Background: an optimization exercise with open tools, aiming at small area. Do not read the settings as production practice. Only simulation tests tie the RTL to the original design; equivalence was not proved.

==> flow/design.v (outline; a module is shown in full before it is edited, if it fits) <==
// module pc_unit: 35 lines
// module memory_port: 43 lines
// module ao3: 7 lines
// module alu_unit: 112 lines
// module mux2i: 8 lines
// module alu_zsel: 13 lines
// module opnd_x: 9 lines
// module mul_booth: 1412 lines
// module alu_add32: 293 lines
// module add_fa: 10 lines
// module add_ha: 9 lines
// module add_x2: 7 lines
// module booth_enc: 8 lines
// module booth_sel2: 10 lines
// module register_file: 60 lines
// module rf_dec: 9 lines
// module rf_read_bit: 11 lines
// module aoi3: 7 lines
// module nand5: 6 lines
// module datapath: 88 lines
module datapath (
	input  logic                                clk,
	input  logic                                rst_n,
	input  logic [1:0]                          pc_src,
	input  logic [1:0]                          ma_src,
	input  logic [1:0]                          md_src,
	input  logic                                ir_en,
	input  logic                                alu_a_src,
	input  logic                                alu_b_src,
	input  logic [3:0]                          alu_op,
	input  logic                                hilo_en,
	input  logic [2:0]                          rf_src,
	input  logic [datapath_pkg::REG_ADDR_W-1:0] rf_a_addr,
	input  logic [datapath_pkg::REG_ADDR_W-1:0] rf_b_addr,
	input  logic [datapath_pkg::REG_ADDR_W-1:0] rf_z_addr,
	input  logic [datapath_pkg::WORD_W-1:0]     constant_c,
	input  logic [datapath_pkg::WORD_W-1:0]     data_from_memory,
	output logic [datapath_pkg::WORD_W-1:0]     address_to_memory,
	output logic [datapath_pkg::WORD_W-1:0]     data_to_memory,
	output logic [datapath_pkg::WORD_W-1:0]     ir_out
);
  // ...
==> flow/flow/run.sh <==
#!/bin/bash
# The standard layout with two changes after the standard synthesis
# (which runs unchanged first): the port buffers are the smallest buffer
# cell, and the resizer may not use the large buffers (buf_6 and up) when
# it repairs slew, capacitance and timing. Each step's full output goes to
# its own log here; ORFS's own logs are under orfs/logs.
set -euo pipefail
bash standard.sh synth > std_synth.log 2>&1
du=$(make -s -C "$FLOW_HOME" DESIGN_CONFIG="$PWD/config.mk" WORK_HOME="$PWD/orfs" print-DONT_USE_CELLS | sed 's/^DONT_USE_CELLS: //')
big="sky130_fd_sc_hd__buf_6 sky130_fd_sc_hd__buf_8 sky130_fd_sc_hd__buf_12 sky130_fd_sc_hd__buf_16 sky130_fd_sc_hd__bufbuf_8 sky130_fd_sc_hd__bufbuf_16"
bash standard.sh "DONT_USE_CELLS=$du $big" "BUFFER_PORTS_ARGS=-buffer_cell sky130_fd_sc_hd__buf_1" finish > std_layout.log 2>&1
==> flow/standard.sh <==
#!/bin/bash
# synth_recipe.tcl (not shown) runs the flow's synth.tcl, then flattens the netlist and writes it again
# the make line also repeats each setting of config.mk as NAME=value (left out here)
make -C /OpenROAD-flow-scripts/flow DESIGN_CONFIG=/design/flow/config.mk WORK_HOME=/design/flow/orfs CLKGATE_MAP_FILE= SYNTH_SCRIPT=/design/flow/synth_recipe.tcl "${@:-finish}"
==> flow/config.mk <==
export PLATFORM = sky130hd
export DESIGN_NAME = datapath
export DESIGN_NICKNAME = datapath
export VERILOG_FILES = /design/flow/design.v
export SDC_FILE = /design/flow/constraint.sdc
export NUM_CORES = 4
export LEC_CHECK = 0
export CAP_MARGIN = 20
export CORE_MARGIN = 2
export CORE_UTILIZATION = 50
export GPL_TIMING_DRIVEN = 0
export SETUP_SLACK_MARGIN = 0.4
export SLEW_MARGIN = 20
export SYNTH_HIERARCHICAL = 1
==> flow/constraint.sdc <==
create_clock -name core_clock -period 13.0 [get_ports {clk}]
set_input_delay 2.6000 -clock core_clock [delete_from_list [all_inputs] [get_ports {clk}]]
set_output_delay 2.6000 -clock core_clock [all_outputs]
set_load 0.01 [all_outputs]
==> flow_summary.json, run 1 <==
{
  "met2_usage_pct": 59.0,
  "yosysTopAreaCell": "edfxtp_1",
  "start_util_pct": 50.2,
  "seq_cells": 689,
  "synth_seq_area_share_pct": 35.2,
  "num_tap_cells": 1512,
  "seq_share_pct": 31.6,
  "nonClockBufferCount": 364,
  "dp_slack_ns": -1.05,
  "hold_end": "alu_unit_i.hilo_v$_DFFE_PN0P_",
  "clk_latency_ns": 0.68,
  "use_met1_pct": 52.6,
  "route.met2.wl_um": 102000,
  "post_cts_resize_count": 24,
  "holdWs_ns": 0.482,
  "cts_setup_buffers": 0,
  "cp_top_family": "adder cells",
  "dominant_cells": "multi-input gates",
  "ys_seq_elements": 689,
  "grt-ovfl-total": 0,
  "place_congestion": 1.00,
  "hold_buffers": 0,
  "outcome": "finished clean",
  "min_path_cells": 1,
  "synth_flop_cell": "edfxtp_1",
  "critPathLaunchType": "primary input",
  "antenna_found_initial": 11,
  "fin_util_pct": 55.9,
  "crit_path_frequent_cell": "fa_1",
  "first_global_vias": 46200,
  "finalClockSkew_ns": 0.0762,
  "setup_violations": 0
}
==> module pc_unit, before the edit <==
module pc_unit (
	input  logic        clk,
	input  logic        rst_n,
	input  logic [1:0]  pc_src,
	input  logic [31:0] alu_z,
	input  logic [31:0] rf_a_data,
	output logic [31:0] pc_q,
	output logic        pc_v
);
	logic [31:0] pc_inc;
	logic [31:0] pc_next;
	logic [2:0]  sel;
	assign pc_inc[1:0]  = pc_q[1:0];
	assign pc_inc[31:2] = pc_q[31:2] + 30'd1;
	assign sel = {pc_src == 2'd3, pc_src == 2'd2, (pc_src == 2'd1) & pc_v};
	assign pc_next[1:0] = (pc_inc[1:0] & {2{sel[0]}}) | (alu_z[1:0] & {2{sel[1]}})
		| (rf_a_data[1:0] & {2{sel[2]}});
	assign pc_next[2] = ((~pc_q[2] | ~pc_v) & (pc_src == 2'd1)) | (alu_z[2] & sel[1])
		| (rf_a_data[2] & sel[2]);
	for (genvar k = 3; k < 32; k++) begin : g_bit
		ao3 pc_mux (.s(sel), .d({rf_a_data[k], alu_z[k], pc_inc[k]}), .y(pc_next[k]));
	end
	always_ff @(posedge clk) begin
		if (pc_src != 2'd0) begin
			pc_q <= pc_next;
		end
	end
	always_ff @(posedge clk or negedge rst_n) begin
		if (!rst_n) begin
			pc_v <= 1'b0;
		end else if (pc_src != 2'd0) begin
			pc_v <= 1'b1;
		end
	end
endmodule
==> module memory_port, before the edit <==
module memory_port (
	input  logic        clk,
	input  logic        rst_n,
	input  logic [1:0]  ma_src,
	input  logic [1:0]  md_src,
	input  logic        ir_en,
	input  logic [31:0] pc_q,
	input  logic        pc_v,
	input  logic [31:0] alu_z,
	input  logic [31:0] rf_b_data,
	input  logic [31:0] data_from_memory,
	output logic [31:0] address_to_memory,
	output logic [31:0] data_to_memory,
	output logic [31:0] md_q,
	output logic [31:0] ir_out
);
	logic [31:0] ma_q;
	logic [31:0] ma_next;
	logic [31:0] md_next;
	logic [2:0]  ma_sel;
	logic [2:0]  md_sel;
	assign ma_sel = {ma_src == 2'd2, (ma_src == 2'd1) & pc_v, (ma_src == 2'd0) | (ma_src == 2'd3)};
	assign md_sel = {md_src == 2'd2, md_src == 2'd1, (md_src == 2'd0) | (md_src == 2'd3)};
	for (genvar k = 0; k < 32; k++) begin : g_bit
		ao3 ma_mux (.s(ma_sel), .d({alu_z[k], pc_q[k], ma_q[k]}), .y(ma_next[k]));
		ao3 md_mux (.s(md_sel), .d({rf_b_data[k], data_from_memory[k], md_q[k]}), .y(md_next[k]));
	end
	always_ff @(posedge clk or negedge rst_n) begin
		if (!rst_n) begin
			ma_q   <= '0;
			md_q   <= '0;
			ir_out <= '0;
		end else begin
			ma_q <= ma_next;
			md_q <= md_next;
			if (ir_en) begin
				ir_out <= md_q;
			end
		end
	end
	assign address_to_memory = ma_q;
	assign data_to_memory    = md_q;
endmodule
==> module alu_unit, before the edit <==
module alu_unit (
	input  logic        clk,
	input  logic        rst_n,
	input  logic        alu_a_src,
	input  logic        alu_b_src,
	input  logic [3:0]  alu_op,
	input  logic        hilo_en,
	input  logic [31:0] pc_q,
	input  logic        pc_v,
	input  logic [31:0] rf_a_data,
	input  logic [31:0] rf_b_data,
	input  logic [31:0] constant_c,
	output logic [31:0] alu_z,
	output logic [31:0] hi_q,
	output logic [31:0] lo_q,
	output logic        hilo_v
);
	logic [31:0] x;
	logic [31:0] y;
	logic [63:0] product;
	logic        op_sub;
	logic        op_inv;
	logic        sel_sum;
	logic        sel_mul;
	logic        sel_lg;
	logic        sel_p;
	logic        op_left;
	logic [31:0] add_a;
	logic [31:0] add_b;
	logic [31:0] sum;
	logic [31:0] lg;
	logic [4:0]  shamt;
	logic [4:0]  rot_amt;
	logic [31:0] shmask;
	logic [31:0] x2;
	logic        s_pc;
	assign s_pc = alu_a_src & pc_v;
	for (genvar k = 0; k < 32; k++) begin : g_x
		opnd_x xm  (.pc(pc_q[k]), .a(rf_a_data[k]), .s_pc(s_pc), .s_a(~alu_a_src), .x(x[k]));
		opnd_x xm2 (.pc(pc_q[k]), .a(rf_a_data[k]), .s_pc(s_pc), .s_a(~alu_a_src), .x(x2[k]));
	end
	assign y = alu_b_src ? constant_c : rf_b_data;
	mul_booth mul_i (
		.x (x),
		.x2 (x2),
		.y (y),
		.p (product)
	);
	assign op_sub  = (alu_op == 4'd1);
	assign op_inv  = (alu_op == 4'd9) || (alu_op == 4'd10);
	assign sel_sum = (alu_op == 4'd0) || (alu_op == 4'd1) || (alu_op == 4'd9);
	assign sel_mul = (alu_op == 4'd8);
	assign sel_lg  = (alu_op == 4'd2) || (alu_op == 4'd3) || (alu_op == 4'd10);
	assign sel_p   = (alu_op == 4'd3) || (alu_op == 4'd10);
	assign add_a   = op_inv ? 32'd0 : x;
	assign add_b   = op_inv ? ~x : (op_sub ? ~y : y);
	alu_add32 add_i (
		.a   (add_a),
		.b   (add_b),
		.cin (op_sub | (alu_op == 4'd9)),
		.lg_or (sel_p),
		.s   (sum),
		.lg  (lg)
	);
	assign shamt   = y[4:0];
	assign op_left = (alu_op == 4'd5) || (alu_op == 4'd7);
	assign rot_amt = op_left ? (5'd0 - shamt) : shamt;
	logic [31:0] r0, r1, r2, r3, rot_n;
	for (genvar k = 0; k < 32; k++) begin : g_rot
		mux2i m0 (.s(rot_amt[0]), .a(x[k]),  .b(x[(k + 1) % 32]),   .y(r0[k]));
		mux2i m1 (.s(rot_amt[1]), .a(r0[k]), .b(r0[(k + 2) % 32]),  .y(r1[k]));
		mux2i m2 (.s(rot_amt[2]), .a(r1[k]), .b(r1[(k + 4) % 32]),  .y(r2[k]));
		mux2i m3 (.s(rot_amt[3]), .a(r2[k]), .b(r2[(k + 8) % 32]),  .y(r3[k]));
		mux2i m4 (.s(rot_amt[4]), .a(r3[k]), .b(r3[(k + 16) % 32]), .y(rot_n[k]));
	end
	always_comb begin
		for (int k = 0; k < 32; k++) begin
			case (alu_op)
				4'd4:       shmask[k] = (k + shamt <= 31);
				4'd5:       shmask[k] = (k >= shamt);
				4'd6, 4'd7: shmask[k] = 1'b1;
				default:    shmask[k] = 1'b0;
			endcase
		end
	end
	for (genvar k = 0; k < 32; k++) begin : g_z
		alu_zsel zsel (
			.sum    (sum[k]),
			.lg     (lg[k]),
			.prod   (product[k]),
			.rot_n  (rot_n[k]),
			.mask_n (~shmask[k]),
			.s_sum  (sel_sum),
			.s_lg   (sel_lg),
			.s_mul  (sel_mul),
			.z      (alu_z[k])
		);
	end
	always_ff @(posedge clk) begin
		if (hilo_en) begin
			hi_q <= product[63:32];
			lo_q <= product[31:0];
		end
	end
	always_ff @(posedge clk or negedge rst_n) begin
		if (!rst_n) begin
			hilo_v <= 1'b0;
		end else if (hilo_en) begin
			hilo_v <= 1'b1;
		end
	end
endmodule
==> module alu_zsel, before the edit <==
module alu_zsel (
	input  logic sum,
	input  logic lg,
	input  logic prod,
	input  logic rot_n,
	input  logic mask_n,
	input  logic s_sum,
	input  logic s_lg,
	input  logic s_mul,
	output logic z
);
	assign z = (sum & s_sum) | (lg & s_lg) | (prod & s_mul) | ~(rot_n | mask_n);
endmodule
==> module datapath, before the edit <==
module datapath (
	input  logic                                clk,
	input  logic                                rst_n,
	input  logic [1:0]                          pc_src,
	input  logic [1:0]                          ma_src,
	input  logic [1:0]                          md_src,
	input  logic                                ir_en,
	input  logic                                alu_a_src,
	input  logic                                alu_b_src,
	input  logic [3:0]                          alu_op,
	input  logic                                hilo_en,
	input  logic [2:0]                          rf_src,
	input  logic [datapath_pkg::REG_ADDR_W-1:0] rf_a_addr,
	input  logic [datapath_pkg::REG_ADDR_W-1:0] rf_b_addr,
	input  logic [datapath_pkg::REG_ADDR_W-1:0] rf_z_addr,
	input  logic [datapath_pkg::WORD_W-1:0]     constant_c,
	input  logic [datapath_pkg::WORD_W-1:0]     data_from_memory,
	output logic [datapath_pkg::WORD_W-1:0]     address_to_memory,
	output logic [datapath_pkg::WORD_W-1:0]     data_to_memory,
	output logic [datapath_pkg::WORD_W-1:0]     ir_out
);
	logic [31:0] rf_a_data;
	logic [31:0] rf_b_data;
	logic [31:0] alu_z;
	logic [31:0] pc_q;
	logic        pc_v;
	logic [31:0] hi_q;
	logic [31:0] lo_q;
	logic        hilo_v;
	logic [31:0] md_q;
	pc_unit pc_unit_i (
		.clk       (clk),
		.rst_n     (rst_n),
		.pc_src    (pc_src),
		.alu_z     (alu_z),
		.rf_a_data (rf_a_data),
		.pc_q      (pc_q),
		.pc_v      (pc_v)
	);
	memory_port memory_port_i (
		.clk               (clk),
		.rst_n             (rst_n),
		.ma_src            (ma_src),
		.md_src            (md_src),
		.ir_en             (ir_en),
		.pc_q              (pc_q),
		.pc_v              (pc_v),
		.alu_z             (alu_z),
		.rf_b_data         (rf_b_data),
		.data_from_memory  (data_from_memory),
		.address_to_memory (address_to_memory),
		.data_to_memory    (data_to_memory),
		.md_q              (md_q),
		.ir_out            (ir_out)
	);
	alu_unit alu_unit_i (
		.clk        (clk),
		.rst_n      (rst_n),
		.alu_a_src  (alu_a_src),
		.alu_b_src  (alu_b_src),
		.alu_op     (alu_op),
		.hilo_en    (hilo_en),
		.pc_q       (pc_q),
		.pc_v       (pc_v),
		.rf_a_data  (rf_a_data),
		.rf_b_data  (rf_b_data),
		.constant_c (constant_c),
		.alu_z      (alu_z),
		.hi_q       (hi_q),
		.lo_q       (lo_q),
		.hilo_v     (hilo_v)
	);
	register_file register_file_i (
		.clk       (clk),
		.rst_n     (rst_n),
		.rf_src    (rf_src),
		.rf_z_addr (rf_z_addr),
		.rf_a_addr (rf_a_addr),
		.rf_b_addr (rf_b_addr),
		.alu_z     (alu_z),
		.hi_q      (hi_q),
		.lo_q      (lo_q),
		.hilo_v    (hilo_v),
		.md_q      (md_q),
		.rf_a_data (rf_a_data),
		.rf_b_data (rf_b_data)
	);
endmodule
==> run 2: changes to the inputs <==
--- a/flow/design.v
+++ b/flow/design.v
@@ -16,20 +16,20 @@
 	logic [31:0] pc_inc;
 	logic [31:0] pc_next;
 	logic [2:0]  sel;
+	logic        hold;
 	assign pc_inc[1:0]  = pc_q[1:0];
 	assign pc_inc[31:2] = pc_q[31:2] + 30'd1;
-	assign sel = {pc_src == 2'd3, pc_src == 2'd2, (pc_src == 2'd1) & pc_v};
+	assign sel  = {pc_src == 2'd3, pc_src == 2'd2, (pc_src == 2'd1) & pc_v};
+	assign hold = (pc_src == 2'd0);
 	assign pc_next[1:0] = (pc_inc[1:0] & {2{sel[0]}}) | (alu_z[1:0] & {2{sel[1]}})
-		| (rf_a_data[1:0] & {2{sel[2]}});
+		| (rf_a_data[1:0] & {2{sel[2]}}) | (pc_q[1:0] & {2{hold}});
 	assign pc_next[2] = ((~pc_q[2] | ~pc_v) & (pc_src == 2'd1)) | (alu_z[2] & sel[1])
-		| (rf_a_data[2] & sel[2]);
+		| (rf_a_data[2] & sel[2]) | (pc_q[2] & hold);
 	for (genvar k = 3; k < 32; k++) begin : g_bit
-		ao3 pc_mux (.s(sel), .d({rf_a_data[k], alu_z[k], pc_inc[k]}), .y(pc_next[k]));
+		ao4 pc_mux (.s({hold, sel}), .d({pc_q[k], rf_a_data[k], alu_z[k], pc_inc[k]}), .y(pc_next[k]));
 	end
 	always_ff @(posedge clk) begin
-		if (pc_src != 2'd0) begin
-			pc_q <= pc_next;
-		end
+		pc_q <= pc_next;
 	end
 	always_ff @(posedge clk or negedge rst_n) begin
 		if (!rst_n) begin
@@ -39,6 +39,13 @@
 		end
 	end
 endmodule
+module ao4 (
+	input  logic [3:0] s,
+	input  logic [3:0] d,
+	output logic       y
+);
+	assign y = |(s & d);
+endmodule
 `timescale 1ns/1ps
 module memory_port (
 	input  logic        clk,
@@ -52,7 +59,6 @@
 	input  logic [31:0] rf_b_data,
 	input  logic [31:0] data_from_memory,
 	output logic [31:0] address_to_memory,
-	output logic [31:0] data_to_memory,
 	output logic [31:0] md_q,
 	output logic [31:0] ir_out
 );
@@ -81,7 +87,6 @@
 		end
 	end
 	assign address_to_memory = ma_q;
-	assign data_to_memory    = md_q;
 endmodule
 module ao3 (
 	input  logic [2:0] s,
@@ -124,7 +129,6 @@
 	logic [31:0] lg;
 	logic [4:0]  shamt;
 	logic [4:0]  rot_amt;
-	logic [31:0] shmask;
 	logic [31:0] x2;
 	logic        s_pc;
 	assign s_pc = alu_a_src & pc_v;
@@ -166,23 +170,27 @@
 		mux2i m3 (.s(rot_amt[3]), .a(r2[k]), .b(r2[(k + 8) % 32]),  .y(r3[k]));
 		mux2i m4 (.s(rot_amt[4]), .a(r3[k]), .b(r3[(k + 16) % 32]), .y(rot_n[k]));
 	end
-	always_comb begin
-		for (int k = 0; k < 32; k++) begin
-			case (alu_op)
-				4'd4:       shmask[k] = (k + shamt <= 31);
-				4'd5:       shmask[k] = (k >= shamt);
-				4'd6, 4'd7: shmask[k] = 1'b1;
-				default:    shmask[k] = 1'b0;
-			endcase
-		end
+	logic [31:0] therm;
+	logic        sel_shr;
+	logic        sel_shl;
+	logic        sel_rot;
+	for (genvar k = 0; k < 32; k++) begin : g_therm
+		assign therm[k] = (shamt <= k);
 	end
+	assign sel_shr = (alu_op == 4'd4);
+	assign sel_shl = (alu_op == 4'd5);
+	assign sel_rot = (alu_op == 4'd6) || (alu_op == 4'd7);
 	for (genvar k = 0; k < 32; k++) begin : g_z
 		alu_zsel zsel (
 			.sum    (sum[k]),
 			.lg     (lg[k]),
 			.prod   (product[k]),
 			.rot_n  (rot_n[k]),
-			.mask_n (~shmask[k]),
+			.t_r    (therm[31-k]),
+			.t_l    (therm[k]),
+			.s_shr  (sel_shr),
+			.s_shl  (sel_shl),
+			.s_rot  (sel_rot),
 			.s_sum  (sel_sum),
 			.s_lg   (sel_lg),
 			.s_mul  (sel_mul),
@@ -216,13 +224,18 @@
 	input  logic lg,
 	input  logic prod,
 	input  logic rot_n,
-	input  logic mask_n,
+	input  logic t_r,
+	input  logic t_l,
+	input  logic s_shr,
+	input  logic s_shl,
+	input  logic s_rot,
 	input  logic s_sum,
 	input  logic s_lg,
 	input  logic s_mul,
 	output logic z
 );
-	assign z = (sum & s_sum) | (lg & s_lg) | (prod & s_mul) | ~(rot_n | mask_n);
+	assign z = (sum & s_sum) | (lg & s_lg) | (prod & s_mul)
+		| (~rot_n & ((t_r & s_shr) | (t_l & s_shl) | s_rot));
 endmodule
 module opnd_x (
 	input  logic pc,
@@ -2128,7 +2141,6 @@
 		.rf_b_data         (rf_b_data),
 		.data_from_memory  (data_from_memory),
 		.address_to_memory (address_to_memory),
-		.data_to_memory    (data_to_memory),
 		.md_q              (md_q),
 		.ir_out            (ir_out)
 	);
@@ -2149,6 +2161,7 @@
 		.lo_q       (lo_q),
 		.hilo_v     (hilo_v)
 	);
+	assign data_to_memory = md_q;
 	register_file register_file_i (
 		.clk       (clk),
 		.rst_n     (rst_n),
--- a/flow/config.mk
+++ b/flow/config.mk
@@ -7,7 +7,9 @@
 export LEC_CHECK = 0
 export CAP_MARGIN = 20
 export CORE_MARGIN = 2
-export CORE_UTILIZATION = 50
+export CORE_UTILIZATION = 66
+export CTS_CLUSTER_DIAMETER = 100
+export CTS_CLUSTER_SIZE = 20
 export GPL_TIMING_DRIVEN = 0
 export SETUP_SLACK_MARGIN = 0.4
 export SLEW_MARGIN = 20
==> run 2 against run 1 <==
Compared with the run above: setup slack worse by 0.0048 ns; still clean; clock-buffer cell count down 23; register-to-register slack worse by 0.04 ns; die area down 25%; cell area down 4.0%; global-route usage up 8.4 points.
==> flow_summary.json, run 2 <==
{
  "outcome": "finished clean",
  "place_area_um2": 59500,
  "criticalPathCategory": "in2reg",
  "ys_seq_elements": 689,
  "die_y_um": 296,
  "netlist.area_leader.share_pct": 29.0,
  "stdcell_area_um2": 61100,
  "fin_nets": 5552,
  "yosysMostFrequentCell": "xnor2_1",
  "via_count": 47500,
  "crit_slowest_cell": "buf_4",
  "finalClockSkew_ns": 0.0500,
  "layout_commonest_cell": "a22oi_1",
  "ant_nets": 0,
  "synth_area_um2": 56200,
  "layout_common_cells": "570 x a22oi_1, 569 x xnor2_1, 544 x edfxtp_1",
  "crit_arrival_ns": 12.86,
  "first_iter_violations": 9811,
  "io_buffers": 182,
  "cp.buffers_inverters": 3,
  "grt_pass1_wl_um": 302000,
  "fmax_ghz": 0.0797,
  "setup_violations": 0,
  "cts_root_buf": "clkbuf_16",
  "first_global_vias": 45200,
  "grt_max_degree": 52,
  "clock_sinks": 689,
  "crit_path_frequent_cell": "fa_1",
  "synth_commonest_cells": "571 x xnor2_1, 570 x a22oi_1, 544 x edfxtp_1",
  "cts_made_buffers": 40,
  "hold_class": "reg2reg",
  "ys_top_cells_by_area": "edfxtp_1 29%, fa_1 15%, xnor2_1 8.9%, a22oi_1 7.6%, a222oi_1 7.4%",
  "wl_um": 210000,
  "die_w_um": 296,
  "wl_per_cell_um": 34.7,
  "drive_gt1_share_pct": 10.2,
  "ys_async_sr_fraction_pct": 16.4,
  "hold_buffers": 0,
  "place_congestion": 1.03,
  "row_count": 107,
  "grt-ovfl-total": 0,
  "tritoncts": "yes",
  "finalSetupTns_ns": 0,
  "cp.required_ns": 13.32,
  "cts.reportedPaths.clkPinSlew_ns": 0.09,
  "synth_edf_count": 544,
  "period_needed_ns": 12.54,
  "place_hpwl_um": 150000,
  "critPathLaunchType": "primary input",
  "syn-instance-count": 4523,
  "top_register": "register_file_i.regs",
  "viasPerCell": 7.84,
  "antenna_found_initial": 2,
  "start_util_pct": 66.4,
  "tightest_slew_ns": 1.25,
  "cp_top_family": "adder cells",
  "largest_reg_flops": 480,
  "clk_latency_ns": 0.62,
  "synth_flop_cell": "edfxtp_1",
  "track_usage_pct": 47.3,
  "fin_crit_sh_pct": 96.5,
  "slew_headroom_pct": 16.7,
  "critPathCaptureType": "flop",
  "synth_seq_area_share_pct": 35.2,
  "dr.pass1.iters": 13,
  "maxCapViolations": 0,
  "die_area_um2": 87600,
  "cts_buffer_depth": 3,
  "h-tree-depth": 2,
  "remaining_drc_errors": 0,
  "coreArea_um2": 84700,
  "post_synth.cell_area_avg_um2": 12.4,
  "synth_cell_type_count": 98,
  "boundaryPins": 191,
  "yosysTopAreaCell": "edfxtp_1",
  "yosysWarnings": 14,
  "worstPathMaxFanout": 37,
  "rsz0062_at_grt": "no",
  "area_growth_pct": 8.63,
  "hold_violations": 0,
  "cpPeakStageDelay_ns": 0.66,
  "slew_viol_final": 0
}
run 2: cell types whose count changed after synthesis, sizes merged, moves of 25 or more:
| cell | previous run | this run |
|---|---|---|
| a21oi | 107 | 68 |
| xnor2 | 546 | 571 |
| a221oi | 6 | 35 |
| edfxtp | 576 | 544 |
| inv | 172 | 143 |
| buf | 73 | 35 |
| o21ai | 94 | 128 |
| nor2 | 108 | 73 |
| and2 | 18 | 45 |
| mux2i | 167 | 200 |
| o211ai | 36 | 3 |
| nor2b | 53 | 18 |
| dfxtp | 0 | 32 |
run 2: Yosys stat by module, one instance, submodules excluded, a selection:
| module | times used | cell area (um^2) | cells |
|---|---|---|---|
| ao4 | 29 | 18.8 | 3 |
| memory_port | 1 | 3020 | 141 |
| add_x2 | 94 | 8.76 | 1 |
| mux2i | 160 | 10.0 | 1 |
| alu_unit | 1 | 3870 | 309 |
| mul_booth | 1 | 1910 | 315 |
| register_file | 1 | 16000 | 608 |
| rf_dec | 4 | 154 | 23 |
| booth_sel2 | 256 | 32.5 | 4 |
run 2: layout make-up:
| class | count | area (um^2) |
|---|---|---|
| clock inverters | 4 | 52.6 |
| clock buffers | 70 | 1140 |
| multi-input cells | 3665 | 36300 |
| diodes | 2 | 5.00 |
| well taps | 1144 | 1430 |
| repair buffers | 293 | 1430 |
| fillers | 6063 | 23700 |
| plain buffers | 47 | 359 |
| inverters | 143 | 544 |
| flip-flops and latches | 689 | 19800 |
run 2: repair_timing:
item,CTS,global route
pin swaps,0,5
setup endpoints to repair,97,137
buffers inserted,0,31
resized for setup,19,35
cloned,1,0
run 2: metal layers:
metal  GRT usage [%]  vias up  wire length [um]
li1                -    19100                 -
met1            65.0    23300             74200
met2            67.8     4417             87700
met3            15.2      731             35100
met4            23.5        2             13100
met5           0.610        -                71
run 2: worst paths after layout:
| kind | cells after the start | endpoint | start | slack, ns |
|---|---|---|---|---|
| worst min-delay path | 1 | memory_port_i.ir_out[0]$_DFFE_PN0P_ | memory_port_i.ir_out[0]$_DFFE_PN0P_ | 0.51 |
| worst min register to register | 1 | memory_port_i.ir_out[0]$_DFFE_PN0P_ | memory_port_i.ir_out[0]$_DFFE_PN0P_ | 0.51 |
| worst max-delay path | 28 | alu_unit_i.hi_q[9]$_DFFE_PP_ | rf_b_addr[0] | 0.46 |
| max in group asynchronous | 3 | memory_port_i.ma_q[19]$_DFF_PN0_ | rst_n | 10.01 |
| min in group asynchronous | 1 | memory_port_i.md_q[17]$_DFF_PN0_ | rst_n | 1.83 |
| worst max register to register | 27 | register_file_i.regs[9][31]$_DFFE_PP_ | register_file_i.vld[15]$_DFFE_PN0P_ | 2.43 |
run 2: kinds of logic after synthesis:
family / Yosys count / synth area share [%]
flip-flops: 689 / 35.2
multiplexers: 291 / 6.30
buffers and inverters: 190 / 1.59
XOR/XNOR: 719 / 11.2
adder cells (fa/ha/maj): 578 / 18.5
AO/OA/AOI/OAI: 1446 / 21.0
AND/OR/NAND/NOR: 609 / 6.12
other: 1 / 0.00667
run 2: metrics by stage:
stage	setup slack (ns)	hold slack [ns]	util, %	instances
6_report	0.459	0.513	72.1	6057
5_1_grt	0.365	0.525	72.1	6055
4_1_cts	0.407	0.512	71.7	6022
3_5_place_dp	-0.743	0.492	70.2	5947
3_3_place_gp	-1.72	0.487	69.0	5870
2_1_floorplan	1.50	0.440	-	4544
run 2: worst register-to-register path, cell delays in order (launching register included):
cell and delay [ns]:
dfrtp_1 0.48, and3_2 0.40, a222oi_1 0.44, and3_1 0.29, nand3_1 0.43, mux2i_4 0.55, inv_4 0.10, buf_4 0.31
xor2_4 0.59, a22oi_1 0.17, xnor2_1 0.27, fa_1 0.49, fa_1 0.54, fa_1 0.45, fa_1 0.41, fa_1 0.54
fa_1 0.41, ha_1 0.37, nand4_1 0.35, nand2b_1 0.18, o22ai_1 0.08, a31oi_1 0.24, a21o_2 0.19, a21o_1 0.13
xor2_1 0.21, a222oi_1 0.60, o21ai_1 0.32, mux4_2 0.67
==> run 3: changes to the inputs <==
--- a/flow/config.mk
+++ b/flow/config.mk
@@ -7,7 +7,7 @@
 export LEC_CHECK = 0
 export CAP_MARGIN = 20
 export CORE_MARGIN = 2
-export CORE_UTILIZATION = 66
+export CORE_UTILIZATION = 60
 export CTS_CLUSTER_DIAMETER = 100
 export CTS_CLUSTER_SIZE = 20
 export GPL_TIMING_DRIVEN = 0
==> run 3 against run 2 <==
Compared with the run above: non-clock buffer count decreased by 15; setup slack improved by 0.051 ns; final cell count increased by 1.6%; first-iteration DRC count decreased by 2.6%; register-to-register slack improved by 0.03 ns; synthesized cell count unchanged; worst hold slack got worse by 0.036 ns; largest cell class unchanged.
==> flow_summary.json, run 3 <==
{
  "ys_async_sr_fraction_pct": 16.4,
  "tritoncts": "yes",
  "yosysTopAreaCell": "edfxtp_1",
  "hold_violations": 0,
  "layout_common_cells": "570 x a22oi_1, 569 x xnor2_1, 544 x edfxtp_1",
  "synth_area_um2": 56200,
  "yosysWarnings": 14,
  "fill_cells": 7315,
  "crit_arrival_ns": 12.82,
  "largest_reg_flops": 480,
  "cts.reportedPaths.clkPinSlew_ns": 0.09,
  "track_usage_pct": 44.2,
  "post_synth.cell_area_avg_um2": 12.4,
  "dr.pass1.iters": 13,
  "synth_flop_cell": "edfxtp_1",
  "cts_made_buffers": 40,
  "via_count": 47000,
  "netlist.area_leader.share_pct": 29.0,
  "worstPathMaxFanout": 37,
  "grt_max_degree": 52,
  "critPathLaunchType": "primary input",
  "critPathCaptureType": "flop",
  "coreArea_um2": 93000,
  "ys_seq_elements": 689,
  "first_global_vias": 45000,
  "fin_nets": 5537,
  "hold_buffers": 0,
  "yosysMostFrequentCell": "xnor2_1",
  "wl_um": 216000,
  "rr_worst_depth": 28,
  "start_util_pct": 60.4,
  "drive_gt1_share_pct": 9.87,
  "h-tree-depth": 2,
  "cp.required_ns": 13.33,
  "io_buffers": 182,
  "stdcell_area_um2": 61200,
  "slew_headroom_pct": 16.1,
  "outcome": "finished clean",
  "multi_input_area_um2": 36400,
  "slew_viol_final": 0,
  "antenna_found_initial": 2,
  "die_area_um2": 96200,
  "clk_latency_ns": 0.63,
  "wl_met3_um": 33100,
  "top_register": "register_file_i.regs",
  "synth_commonest_cells": "571 x xnor2_1, 570 x a22oi_1, 544 x edfxtp_1",
  "fmax_ghz": 0.0801,
  "wl_per_cell_um": 35.1,
  "place_area_um2": 59600,
  "grt_pass1_wl_um": 308000,
  "finalClockSkew_ns": 0.0498,
  "syn-instance-count": 4523,
  "layout_commonest_cell": "a22oi_1",
  "rsz0062_at_grt": "no",
  "remaining_drc_errors": 0,
  "grt-ovfl-total": 0,
  "synth_edf_count": 544,
  "period_needed_ns": 12.49,
  "fin_crit_sh_pct": 96.1,
  "place_hpwl_um": 155000,
  "area_growth_pct": 8.87,
  "seqCellArea_um2": 19800,
  "ant_nets": 0,
  "place_congestion": 1.00,
  "viasPerCell": 7.64,
  "die_y_um": 310,
  "cts_root_buf": "clkbuf_16",
  "first_iter_violations": 9560,
  "criticalPathCategory": "in2reg",
  "row_count": 112,
  "fin_cells": 6155,
  "final.setup.worst_slack_ns": 0.510,
  "hold_class": "reg2reg",
  "boundaryPins": 191,
  "setup_violations": 0,
  "tightest_slew_ns": 1.26,
  "cts_buffer_depth": 3,
  "ys_top_cells_by_area": "edfxtp_1 29%, fa_1 15%, xnor2_1 8.9%, a22oi_1 7.6%, a222oi_1 7.4%",
  "maxCapViolations": 0,
  "dp_slack_ns": -0.734,
  "top_layer_used": "met5",
  "min_path_cells": 1,
  "synth_cell_type_count": 98,
  "m1WireLength_um": 81100,
  "clock_sinks": 689,
  "route.met2.wl_um": 91400,
  "synth_seq_area_share_pct": 35.2,
  "finalSetupTns_ns": 0,
  "dp_cells": 6052,
  "die_w_um": 310
}
[run 3: cell counts after synthesis]
No cell type changed its count.
[run 3: per-stage QoR]
stage | hold WS (ns) | utilization, %
after floorplan | 0.440 | -
after global placement | 0.457 | 62.9
after detailed placement | 0.458 | 64.1
after CTS | 0.477 | 65.5
after global routing | 0.495 | 65.8
final | 0.476 | 65.8
[run 3: cells by family after synthesis]
| logic type | count (synthesis) | share of synthesized area (%) |
|---|---|---|
| compound gates | 1446 | 21.0 |
| xor+xnor | 719 | 11.2 |
| flops | 689 | 35.2 |
| simple gates | 609 | 6.12 |
| fa+ha+maj | 578 | 18.5 |
| mux | 291 | 6.30 |
| buf+inv | 190 | 1.59 |
| other cells | 1 | 0.00667 |
[run 3: per-module statistics from Yosys (local to each module, per instance), excerpt]
module     copies in the design  area [um^2]  cells
add_fa                      425         20.0      1
mux2i                       160         10.0      1
ao3                          64         13.8      2
alu_zsel                     32         23.8      3
opnd_x                       64         8.76      1
add_x2                       94         8.76      1
nand5                        64         11.3      2
pc_unit                       1         1380    137
alu_add32                     1          852    134
mul_booth                     1         1910    315
[run 3: cell type report]
type                       instances  area share (%)
sequential                       689            32.3
inverter                         143           0.893
antenna                            5          0.0204
buffer                            47           0.586
multi-input combinational       3665            59.4
clock buffer                      71            1.89
clock inverter                     3          0.0899
tap                             1254            2.56
timing repair buffer             278            2.20
[run 3: final timing paths]
check | startpoint | end | slack [ns]
max | rf_b_addr[0] | alu_unit_i.hi_q[7]$_DFFE_PP_ | 0.51
min | alu_unit_i.hilo_v$_DFFE_PN0P_ | alu_unit_i.hilo_v$_DFFE_PN0P_ | 0.48
max reg2reg | register_file_i.vld[1]$_DFFE_PN0P_ | register_file_i.regs[14][31]$_DFFE_PP_ | 2.46
min reg2reg | alu_unit_i.hilo_v$_DFFE_PN0P_ | alu_unit_i.hilo_v$_DFFE_PN0P_ | 0.48
max in group asynchronous | rst_n | memory_port_i.ma_q[30]$_DFF_PN0_ | 10.05
min in group asynchronous | rst_n | register_file_i.vld[4]$_DFFE_PN0P_ | 1.79
[run 3: routing by layer]
layer | up-vias | global-route usage [%]
met5 | - | 0
met4 | 2 | 18.7
met3 | 569 | 15.5
met2 | 3891 | 63.5
met1 | 23500 | 60.8
li1 | 19000 | -
[run 3: what timing repair did]
item,in CTS,in global routing
setup endpoints to repair,102,190
hold endpoints to repair,0,0
buffers inserted,0,21
pin swaps,0,3
gates resized for setup,29,27
[run 3: critical path, cell delays in order]
cell and delay (ns):
buf_1 0.26, nor2b_1 0.25, and3_2 0.53, a222oi_1 0.21
and3_1 0.28, nand3_1 0.24, mux2_4 0.38, buf_4 0.64
nand2_1 0.22, o22ai_4 0.55, a22oi_1 0.24, xnor2_1 0.32
fa_1 0.48, fa_1 0.53, fa_1 0.43, fa_1 0.41
fa_1 0.56, fa_1 0.48, ha_1 0.40, nand4_1 0.28
nor4_1 0.38, nand3_1 0.13, a21oi_2 0.57, o211ai_4 0.25
a31oi_4 0.25, a31o_1 0.18, xor2_1 0.61
==> module register_file, before the edit <==
module register_file (
	input  logic        clk,
	input  logic        rst_n,
	input  logic [2:0]  rf_src,
	input  logic [3:0]  rf_z_addr,
	input  logic [3:0]  rf_a_addr,
	input  logic [3:0]  rf_b_addr,
	input  logic [31:0] alu_z,
	input  logic [31:0] hi_q,
	input  logic [31:0] lo_q,
	input  logic        hilo_v,
	input  logic [31:0] md_q,
	output logic [31:0] rf_a_data,
	output logic [31:0] rf_b_data
);
	logic [31:0] regs [1:15];
	logic [15:1] vld;
	logic [31:0] wb_data;
	logic        wr_any;
	logic        wr_data;
	always_comb begin
		case (rf_src[1:0])
			2'd1:    wb_data = alu_z;
			2'd2:    wb_data = hi_q;
			2'd3:    wb_data = lo_q;
			default: wb_data = md_q;
		endcase
	end
	assign wr_any  = (rf_src != 3'd0);
	assign wr_data = (rf_src == 3'd1) || (rf_src == 3'd4)
		|| (((rf_src == 3'd2) || (rf_src == 3'd3)) && hilo_v);
	for (genvar i = 1; i < 16; i++) begin : g_reg
		always_ff @(posedge clk) begin
			if (wr_data && (rf_z_addr == i)) begin
				regs[i] <= wb_data;
			end
		end
		always_ff @(posedge clk or negedge rst_n) begin
			if (!rst_n) begin
				vld[i] <= 1'b0;
			end else if (wr_any && (rf_z_addr == i)) begin
				vld[i] <= wr_data;
			end
		end
	end
	logic [15:1] sel_a [0:1];
	logic [15:1] sel_b [0:1];
	for (genvar h = 0; h < 2; h++) begin : g_dec
		rf_dec dec_a (.addr(rf_a_addr), .vld(vld), .sel(sel_a[h]));
		rf_dec dec_b (.addr(rf_b_addr), .vld(vld), .sel(sel_b[h]));
	end
	for (genvar k = 0; k < 32; k++) begin : g_rd
		logic [15:1] col;
		for (genvar i = 1; i < 16; i++) begin : g_col
			assign col[i] = regs[i][k];
		end
		rf_read_bit rd_a (.sel(sel_a[k / 16]), .d(col), .y(rf_a_data[k]));
		rf_read_bit rd_b (.sel(sel_b[k / 16]), .d(col), .y(rf_b_data[k]));
	end
endmodule
==> run 4: changes to the inputs <==
--- a/flow/design.v
+++ b/flow/design.v
@@ -67,11 +67,13 @@
 	logic [31:0] md_next;
 	logic [2:0]  ma_sel;
 	logic [2:0]  md_sel;
+	logic [31:0] ir_next;
 	assign ma_sel = {ma_src == 2'd2, (ma_src == 2'd1) & pc_v, (ma_src == 2'd0) | (ma_src == 2'd3)};
 	assign md_sel = {md_src == 2'd2, md_src == 2'd1, (md_src == 2'd0) | (md_src == 2'd3)};
 	for (genvar k = 0; k < 32; k++) begin : g_bit
 		ao3 ma_mux (.s(ma_sel), .d({alu_z[k], pc_q[k], ma_q[k]}), .y(ma_next[k]));
 		ao3 md_mux (.s(md_sel), .d({rf_b_data[k], data_from_memory[k], md_q[k]}), .y(md_next[k]));
+		ao2 ir_mux (.s({ir_en, ~ir_en}), .d({md_q[k], ir_out[k]}), .y(ir_next[k]));
 	end
 	always_ff @(posedge clk or negedge rst_n) begin
 		if (!rst_n) begin
@@ -81,9 +83,7 @@
 		end else begin
 			ma_q <= ma_next;
 			md_q <= md_next;
-			if (ir_en) begin
-				ir_out <= md_q;
-			end
+			ir_out <= ir_next;
 		end
 	end
 	assign address_to_memory = ma_q;
@@ -95,6 +95,13 @@
 );
 	assign y = |(s & d);
 endmodule
+module ao2 (
+	input  logic [1:0] s,
+	input  logic [1:0] d,
+	output logic       y
+);
+	assign y = |(s & d);
+endmodule
 `timescale 1ns/1ps
 module alu_unit (
 	input  logic        clk,
@@ -2016,13 +2023,10 @@
 	logic [31:0] wb_data;
 	logic        wr_any;
 	logic        wr_data;
-	always_comb begin
-		case (rf_src[1:0])
-			2'd1:    wb_data = alu_z;
-			2'd2:    wb_data = hi_q;
-			2'd3:    wb_data = lo_q;
-			default: wb_data = md_q;
-		endcase
+	logic [3:0] wb_sel;
+	assign wb_sel = {rf_src == 3'd4, rf_src == 3'd3, rf_src == 3'd2, rf_src == 3'd1};
+	for (genvar k = 0; k < 32; k++) begin : g_wb
+		ao4 wb_mux (.s(wb_sel), .d({md_q[k], lo_q[k], hi_q[k], alu_z[k]}), .y(wb_data[k]));
 	end
 	assign wr_any  = (rf_src != 3'd0);
 	assign wr_data = (rf_src == 3'd1) || (rf_src == 3'd4)
--- a/flow/config.mk
+++ b/flow/config.mk
@@ -7,7 +7,7 @@
 export LEC_CHECK = 0
 export CAP_MARGIN = 20
 export CORE_MARGIN = 2
-export CORE_UTILIZATION = 60
+export CORE_UTILIZATION = 66
 export CTS_CLUSTER_DIAMETER = 100
 export CTS_CLUSTER_SIZE = 20
 export GPL_TIMING_DRIVEN = 0
==> run 4 against run 3 <==
Compared with the run above: still clean on timing, DRC and antenna; sequential share of layout area is 0.25 points higher; worst hold slack hardly changed; setup slack worse by 0.18 ns; synthesized cell count is 1.1% higher; sequential cell count stayed put; synthesized area is 0.74% lower; first-iteration DRC count is 6.5% higher; final cell count is 0.84% lower; register-to-register slack hardly changed; critical path type unchanged; largest cell class unchanged; highest routed layer unchanged.
==> flow_summary.json, run 4 <==
{
  "place_hpwl_um": 148000,
  "wl_per_cell_um": 34.3,
  "cts.reportedPaths.clkPinSlew_ns": 0.09,
  "wl_um": 209000,
  "grt-busiest-layer": "met2",
  "tritoncts": "yes",
  "cts_buffer_depth": 3,
  "post_synth.cell_area_avg_um2": 12.2,
  "crit_arrival_ns": 12.94,
  "dp_slack_ns": -0.485,
  "stdcell_area_um2": 60800,
  "top_register": "register_file_i.regs",
  "holdWs_ns": 0.477,
  "remaining_drc_errors": 0,
  "slew_headroom_pct": 14.3,
  "crit_slowest_cell": "and3_1",
  "dr.pass1.iters": 15,
  "maxCapViolations": 0,
  "synth_edf_count": 544,
  "cts_made_buffers": 40,
  "tightest_slew_ns": 1.29,
  "synth_cell_type_count": 97,
  "place_congestion": 1.09,
  "fin_util_pct": 72.6,
  "io_buffers": 185,
  "die_y_um": 295,
  "crit_path_frequent_cell": "fa_1",
  "hold_buffers": 0,
  "die_area_um2": 86900,
  "ant_nets": 0,
  "synth_commonest_cells": "634 x a22oi_1, 569 x xnor2_1, 544 x edfxtp_1",
  "row_count": 106,
  "grt_pass1_wl_um": 303000,
  "fin_crit_sh_pct": 97.4,
  "synth_flop_cell": "edfxtp_1",
  "hold_violations": 0,
  "slew_viol_final": 0,
  "final.setup.worst_slack_ns": 0.334,
  "die_w_um": 295,
  "layout_commonest_cell": "a22oi_1",
  "worstPathMaxFanout": 33,
  "cp.required_ns": 13.27,
  "syn-instance-count": 4573,
  "seqCellArea_um2": 19800,
  "finalClockSkew_ns": 0.0365,
  "drive_gt1_share_pct": 8.46,
  "outcome": "finished clean",
  "synth_area_um2": 55800,
  "grt-ovfl-total": 0,
  "area_growth_pct": 8.83,
  "clock_sinks": 689,
  "criticalPathCategory": "in2reg",
  "fin_cells": 6103,
  "yosysTopAreaCell": "edfxtp_1",
  "ys_seq_elements": 689,
  "ys_top_cells_by_area": "edfxtp_1 29%, fa_1 15%, xnor2_1 8.9%, a22oi_1 8.5%, a222oi_1 7.5%",
  "largest_reg_flops": 480,
  "rsz0062_at_grt": "no",
  "finalSetupTns_ns": 0,
  "boundaryPins": 191,
  "cts_root_buf": "clkbuf_16",
  "critPathCaptureType": "flop",
  "ys_async_sr_fraction_pct": 16.4,
  "setup_violations": 0,
  "fin_nets": 5605,
  "hold_class": "reg2reg",
  "place_area_um2": 59100,
  "start_util_pct": 66.7,
  "synth_seq_area_share_pct": 35.5,
  "grt_max_degree": 65,
  "yosysMostFrequentCell": "a22oi_1",
  "multi_input_area_um2": 36100,
  "via_count": 48300,
  "cpPeakStageDelay_ns": 0.80,
  "dp_cells": 5998,
  "yosysWarnings": 14,
  "viasPerCell": 7.91,
  "layout_common_cells": "634 x a22oi_1, 567 x xnor2_1, 544 x edfxtp_1",
  "fmax_ghz": 0.0789,
  "first_iter_violations": 10200,
  "coreArea_um2": 83700,
  "netlist.area_leader.share_pct": 29.3,
  "critPathLaunchType": "primary input",
  "met2_usage_pct": 68.3,
  "h-tree-depth": 2,
  "fill_cells": 5967,
  "track_usage_pct": 47.2,
  "antenna_found_initial": 11,
  "grtUsageMet3_pct": 12.8,
  "clk_latency_ns": 0.59,
  "first_global_vias": 46500,
  "period_needed_ns": 12.67,
  "use_met1_pct": 65.4
}
[run 4: cell count changes in the layout (fill, tap and decap cells not counted), sizes merged, moves of 5 or more]
cell / before / now
mux4: 32 / 0
a22oi: 570 / 634
nand3: 91 / 86
a22o: 64 / 96
clkbuf: 89 / 84
buf: 307 / 318
mux2: 59 / 27
nand2: 121 / 151
[run 4: area by class of cell]
| class | count | area share [%] |
|---|---|---|
| diodes | 5 | 0.0206 |
| clock buffers | 70 | 1.87 |
| plain buffers | 36 | 0.408 |
| well taps | 1134 | 2.34 |
| flip-flops and latches | 689 | 32.6 |
| inverters | 142 | 0.890 |
| repair buffers | 296 | 2.40 |
| clock inverters | 4 | 0.0515 |
| multi-input cells | 3727 | 59.4 |
[run 4: kinds of logic after synthesis]
family / after synthesis / synth area share (%)
fa+ha+maj: 578 / 18.7
buf+inv: 178 / 1.40
other cells: 1 / 0.00672
compound gates: 1542 / 22.6
simple gates: 639 / 6.38
mux: 227 / 4.21
xor+xnor: 719 / 11.3
flops: 689 / 35.5
[run 4: worst paths after layout]
check | start | end | slack [ns] | depth (start not counted)
max | rf_b_addr[3] | alu_unit_i.hi_q[14]$_DFFE_PP_ | 0.33 | 26
min | alu_unit_i.hilo_v$_DFFE_PN0P_ | alu_unit_i.hilo_v$_DFFE_PN0P_ | 0.48 | 1
max reg2reg | register_file_i.vld[1]$_DFFE_PN0P_ | alu_unit_i.hi_q[14]$_DFFE_PP_ | 2.47 | 27
min reg2reg | alu_unit_i.hilo_v$_DFFE_PN0P_ | alu_unit_i.hilo_v$_DFFE_PN0P_ | 0.48 | 1
max in group asynchronous | rst_n | memory_port_i.ir_out[25]$_DFF_PN0_ | 9.35 | 4
min in group asynchronous | rst_n | memory_port_i.md_q[0]$_DFF_PN0_ | 1.98 | 1
[run 4: repair_timing]
action,CTS,global route
resized for setup,13,48
endpoints found under the setup margin,103,155
pin swaps,0,4
buffers inserted,0,25
[run 4: worst max-delay path, delay by kind of cell]
kind,cells,cell delay (ns)
adder cells (fa/ha/maj),7,3.33
AND/OR/NAND/NOR,7,2.31
XOR/XNOR,2,0.82
buffers and inverters,2,0.99
multiplexers,1,0.37
AO/OA/AOI/OAI,7,2.41
[run 4: per-layer routing]
metal  vias to the layer above  routed length (um)
met2                      4547               89000
met1                     23600               73600
li1                      19300                   -
met3                       802               33500
met5                         -                  93
met4                         8               13200
[run 4: Yosys stat by module (local to each module, per instance), a selection]
module | flip-flops and latches | copies in the design | cell area (um^2) | cells inside
add_fa | 0 | 425 | 20.0 | 1
add_ha | 0 | 133 | 12.5 | 1
alu_add32 | 0 | 1 | 852 | 134
alu_unit | 65 | 1 | 3870 | 309
alu_zsel | 0 | 32 | 23.8 | 3
ao2 | 0 | 32 | 8.76 | 1
aoi3 | 0 | 320 | 10.0 | 1
booth_enc | 0 | 32 | 31.3 | 4
booth_sel2 | 0 | 256 | 32.5 | 4
memory_port | 96 | 1 | 2480 | 106
mul_booth | 0 | 1 | 1910 | 315
nand5 | 0 | 64 | 11.3 | 2
opnd_x | 0 | 64 | 8.76 | 1
pc_unit | 33 | 1 | 1370 | 130
rf_dec | 0 | 4 | 154 | 23
==> run 5: changes to the inputs <==
--- a/flow/config.mk
+++ b/flow/config.mk
@@ -7,7 +7,7 @@
 export LEC_CHECK = 0
 export CAP_MARGIN = 20
 export CORE_MARGIN = 2
-export CORE_UTILIZATION = 66
+export CORE_UTILIZATION = 60
 export CTS_CLUSTER_DIAMETER = 100
 export CTS_CLUSTER_SIZE = 20
 export GPL_TIMING_DRIVEN = 0
==> run 5 against run 4 <==
Compared with the run above: global-route usage is 3.4 points lower; non-clock buffer count is 15 higher; synthesized area stayed put; worst hold slack better by 0.0057 ns; maximum frequency is 1.0% higher; sequential cell count stayed put; still clean.
==> flow_summary.json, run 5 <==
{
  "min_path_cells": 1,
  "cts.reportedPaths.clkPinSlew_ns": 0.08,
  "top_layer_used": "met5",
  "synth_area_um2": 55800,
  "synth_mux_area_share_pct": 4.21,
  "tightest_slew_ns": 1.27,
  "die_w_um": 309,
  "criticalPathCategory": "in2reg",
  "cp.buffers_inverters": 3,
  "dr.pass1.iters": 13,
  "first_global_vias": 45400,
  "drive_gt1_share_pct": 8.80,
  "tritoncts": "yes",
  "start_util_pct": 60.7,
  "wl_um": 213000,
  "r2r_slack_ns": 2.48,
  "syn-instance-count": 4573,
  "clk_latency_ns": 0.59,
  "yosysTopAreaCell": "edfxtp_1",
  "ys_async_sr_fraction_pct": 16.4,
  "fin_nets": 5620,
  "coreArea_um2": 91900,
  "crit_path_frequent_cell": "fa_1",
  "final.setup.worst_slack_ns": 0.459,
  "synthAdderAreaFrac_pct": 18.7,
  "synth_compound_area_share_pct": 22.6,
  "m1WireLength_um": 79400,
  "finalClockSkew_ns": 0.0313,
  "rr_worst_depth": 28,
  "ant_nets": 0,
  "slew_viol_final": 0,
  "area_growth_pct": 9.34,
  "crit_arrival_ns": 12.75,
  "via_count": 47600,
  "fin_cells": 6229,
  "synth_commonest_cells": "634 x a22oi_1, 569 x xnor2_1, 544 x edfxtp_1",
  "io_buffers": 185,
  "rsz0062_at_grt": "no",
  "fill_cells": 7171,
  "synth_cell_type_count": 97,
  "ys_seq_elements": 689,
  "wl_met3_um": 29200,
  "worstReg2RegEnd": "register_file_i.regs[14][30]$_DFFE_PP_",
  "finalSetupTns_ns": 0,
  "antenna_found_initial": 18,
  "place_area_um2": 59300,
  "cts_buffer_depth": 3,
  "dp_cells": 6110,
  "viasPerCell": 7.64,
  "place_hpwl_um": 152000,
  "layout_common_cells": "634 x a22oi_1, 567 x xnor2_1, 544 x edfxtp_1",
  "synth_top_family_by_area": "compound AO/OA/AOI/OAI gates",
  "dp_slack_ns": -0.834,
  "cts_made_buffers": 40,
  "synth_flop_cell": "edfxtp_1",
  "outcome": "finished clean",
  "grt-ovfl-total": 0,
  "hold_class": "reg2reg",
  "cp_top_family": "adder cells",
  "netlist.area_leader.share_pct": 29.3,
  "holdWs_ns": 0.482,
  "worstPathMaxFanout": 16,
  "cp.required_ns": 13.21,
  "first_iter_violations": 9186,
  "hold_violations": 0,
  "top_register": "register_file_i.regs",
  "stdcell_area_um2": 61000,
  "boundaryPins": 191,
  "synth_xor_area_share_pct": 11.3,
  "seqCellArea_um2": 19800,
  "place_congestion": 1.03,
  "row_count": 111,
  "worstReg2RegStart": "register_file_i.vld[1]$_DFFE_PN0P_",
  "synthSimpleGateAreaFrac_pct": 6.38,
  "post_synth.cell_area_avg_um2": 12.2,
  "maxCapViolations": 0,
  "fin_crit_sh_pct": 96.5,
  "yosysWarnings": 14,
  "critPathLaunchType": "primary input",
  "remaining_drc_errors": 0,
  "wl_per_cell_um": 34.2,
  "synth_seq_area_share_pct": 35.5,
  "ys_top_cells_by_area": "edfxtp_1 29%, fa_1 15%, xnor2_1 8.9%, a22oi_1 8.5%, a222oi_1 7.5%",
  "synth_edf_count": 544,
  "hp-start": "alu_unit_i.hilo_v$_DFFE_PN0P_",
  "critPathCaptureType": "flop",
  "grt_pass1_wl_um": 307000,
  "grt_max_degree": 65,
  "track_usage_pct": 43.8,
  "die_area_um2": 95500,
  "h-tree-depth": 2,
  "fin_util_pct": 66.4,
  "crit_slowest_cell": "a222oi_1",
  "hold_end": "alu_unit_i.hilo_v$_DFFE_PN0P_",
  "layout_commonest_cell": "a22oi_1",
  "setup_violations": 0,
  "cpPeakStageDelay_ns": 0.84,
  "slew_headroom_pct": 15.3,
  "route.met2.wl_um": 91600,
  "multi_input_area_um2": 36200,
  "period_needed_ns": 12.54,
  "clock_sinks": 689,
  "largest_reg_flops": 480,
  "fmax_ghz": 0.0797,
  "yosysMostFrequentCell": "a22oi_1",
  "cts_root_buf": "clkbuf_16",
  "die_y_um": 309
}
## run 5: routing by layer
metal | global-route usage (%) | up-vias
met3 | 10.1 | 687
li1 | - | 19300
met2 | 63.9 | 3922
met5 | 0 | -
met4 | 21.9 | 14
met1 | 61.7 | 23600
## run 5: layout make-up
| type | count | share of cell area, % |
|---|---|---|
| multi-input combinational | 3727 | 59.3 |
| sequential | 689 | 32.4 |
| tap | 1243 | 2.55 |
| timing repair buffer | 311 | 2.53 |
| clock buffer | 70 | 1.82 |
| inverter | 142 | 0.894 |
| buffer | 36 | 0.406 |
| clock inverter | 3 | 0.0676 |
| antenna | 8 | 0.0328 |
## run 5: per-module statistics from Yosys (local to each module, per instance), excerpt
module / copies in the design / flip-flops and latches
alu_add32: 1 / 0
alu_unit: 1 / 65
aoi3: 320 / 0
mul_booth: 1 / 0
mux2i: 160 / 0
nand5: 64 / 0
## run 5: worst max-delay path by stage
stage	start	end	depth (start not counted)
3_5_place_dp	rf_b_addr[3]	register_file_i.regs[15][30]$_DFFE_PP_	30
2_1_floorplan	rf_b_addr[2]	register_file_i.regs[10][31]$_DFFE_PP_	28
5_1_grt	rf_b_addr[2]	register_file_i.regs[14][27]$_DFFE_PP_	29
6_report	rf_b_addr[2]	register_file_i.regs[14][30]$_DFFE_PP_	30
4_1_cts	rf_b_addr[2]	register_file_i.regs[14][27]$_DFFE_PP_	28
3_3_place_gp	rf_b_addr[3]	register_file_i.regs[13][30]$_DFFE_PP_	28
## run 5: repair_timing
item	CTS	global route
setup buffers	3	33
gates cloned	0	0
endpoints found under the setup margin	128	188
resized for setup	24	48
hold buffers	0	0
pin swaps	2	10
## run 5: cells by family after synthesis
group                    after synthesis
buffers and inverters                178
flip-flops                           689
AO/OA/AOI/OAI                       1542
AND/OR/NAND/NOR                      639
XOR/XNOR                             719
adder cells (fa/ha/maj)              578
multiplexers                         227
other                                  1

-- separate check: timing with driven ports --
How much do the figures lean on ideal ports? The routed layouts below were timed once more, with nothing changed but the port constraints.
Step 1, drivers: a clkbuf_16 drives clk and a buf_2 each remaining input, both assumed.
Step 2 moves the port delays by t, midway between the first and last clock arrival at a register: inputs arrive t later, outputs are due t later. That takes back most of the time a late clock gives input paths.
a / b / c = ideal ports / drivers / drivers and shift; a / b = the first two.
| run | t, ns | setup WS [ns] | hold WS [ns] | clock arrival spread, ns | worst data-port slew with drivers (ns) |
|---|---|---|---|---|---|
| run 1 | 0.711 | 0.464 / 0.512 / -0.199 | 0.482 / 0.482 / 0.482 | 0.077 / 0.076 | 0.09 |
| run 2 | 0.667 | 0.459 / 0.507 / -0.160 | 0.513 / 0.513 / 0.513 | 0.050 / 0.050 | 0.08 |
| run 3 | 0.662 | 0.510 / 0.539 / -0.123 | 0.476 / 0.476 / 0.476 | 0.050 / 0.050 | 0.08 |
| run 4 | 0.641 | 0.334 / 0.332 / -0.309 | 0.477 / 0.477 / 0.477 | 0.037 / 0.036 | 0.11 |
| run 5 | 0.641 | 0.459 / 0.442 / -0.199 | 0.482 / 0.482 / 0.482 | 0.031 / 0.032 | 0.12 |
Met with ideal ports but missed after step 2: setup timing in every run listed. For run 1, which loses most, drivers alone change the setup slack by +0.048 ns; drivers and shift together by -0.663 ns.
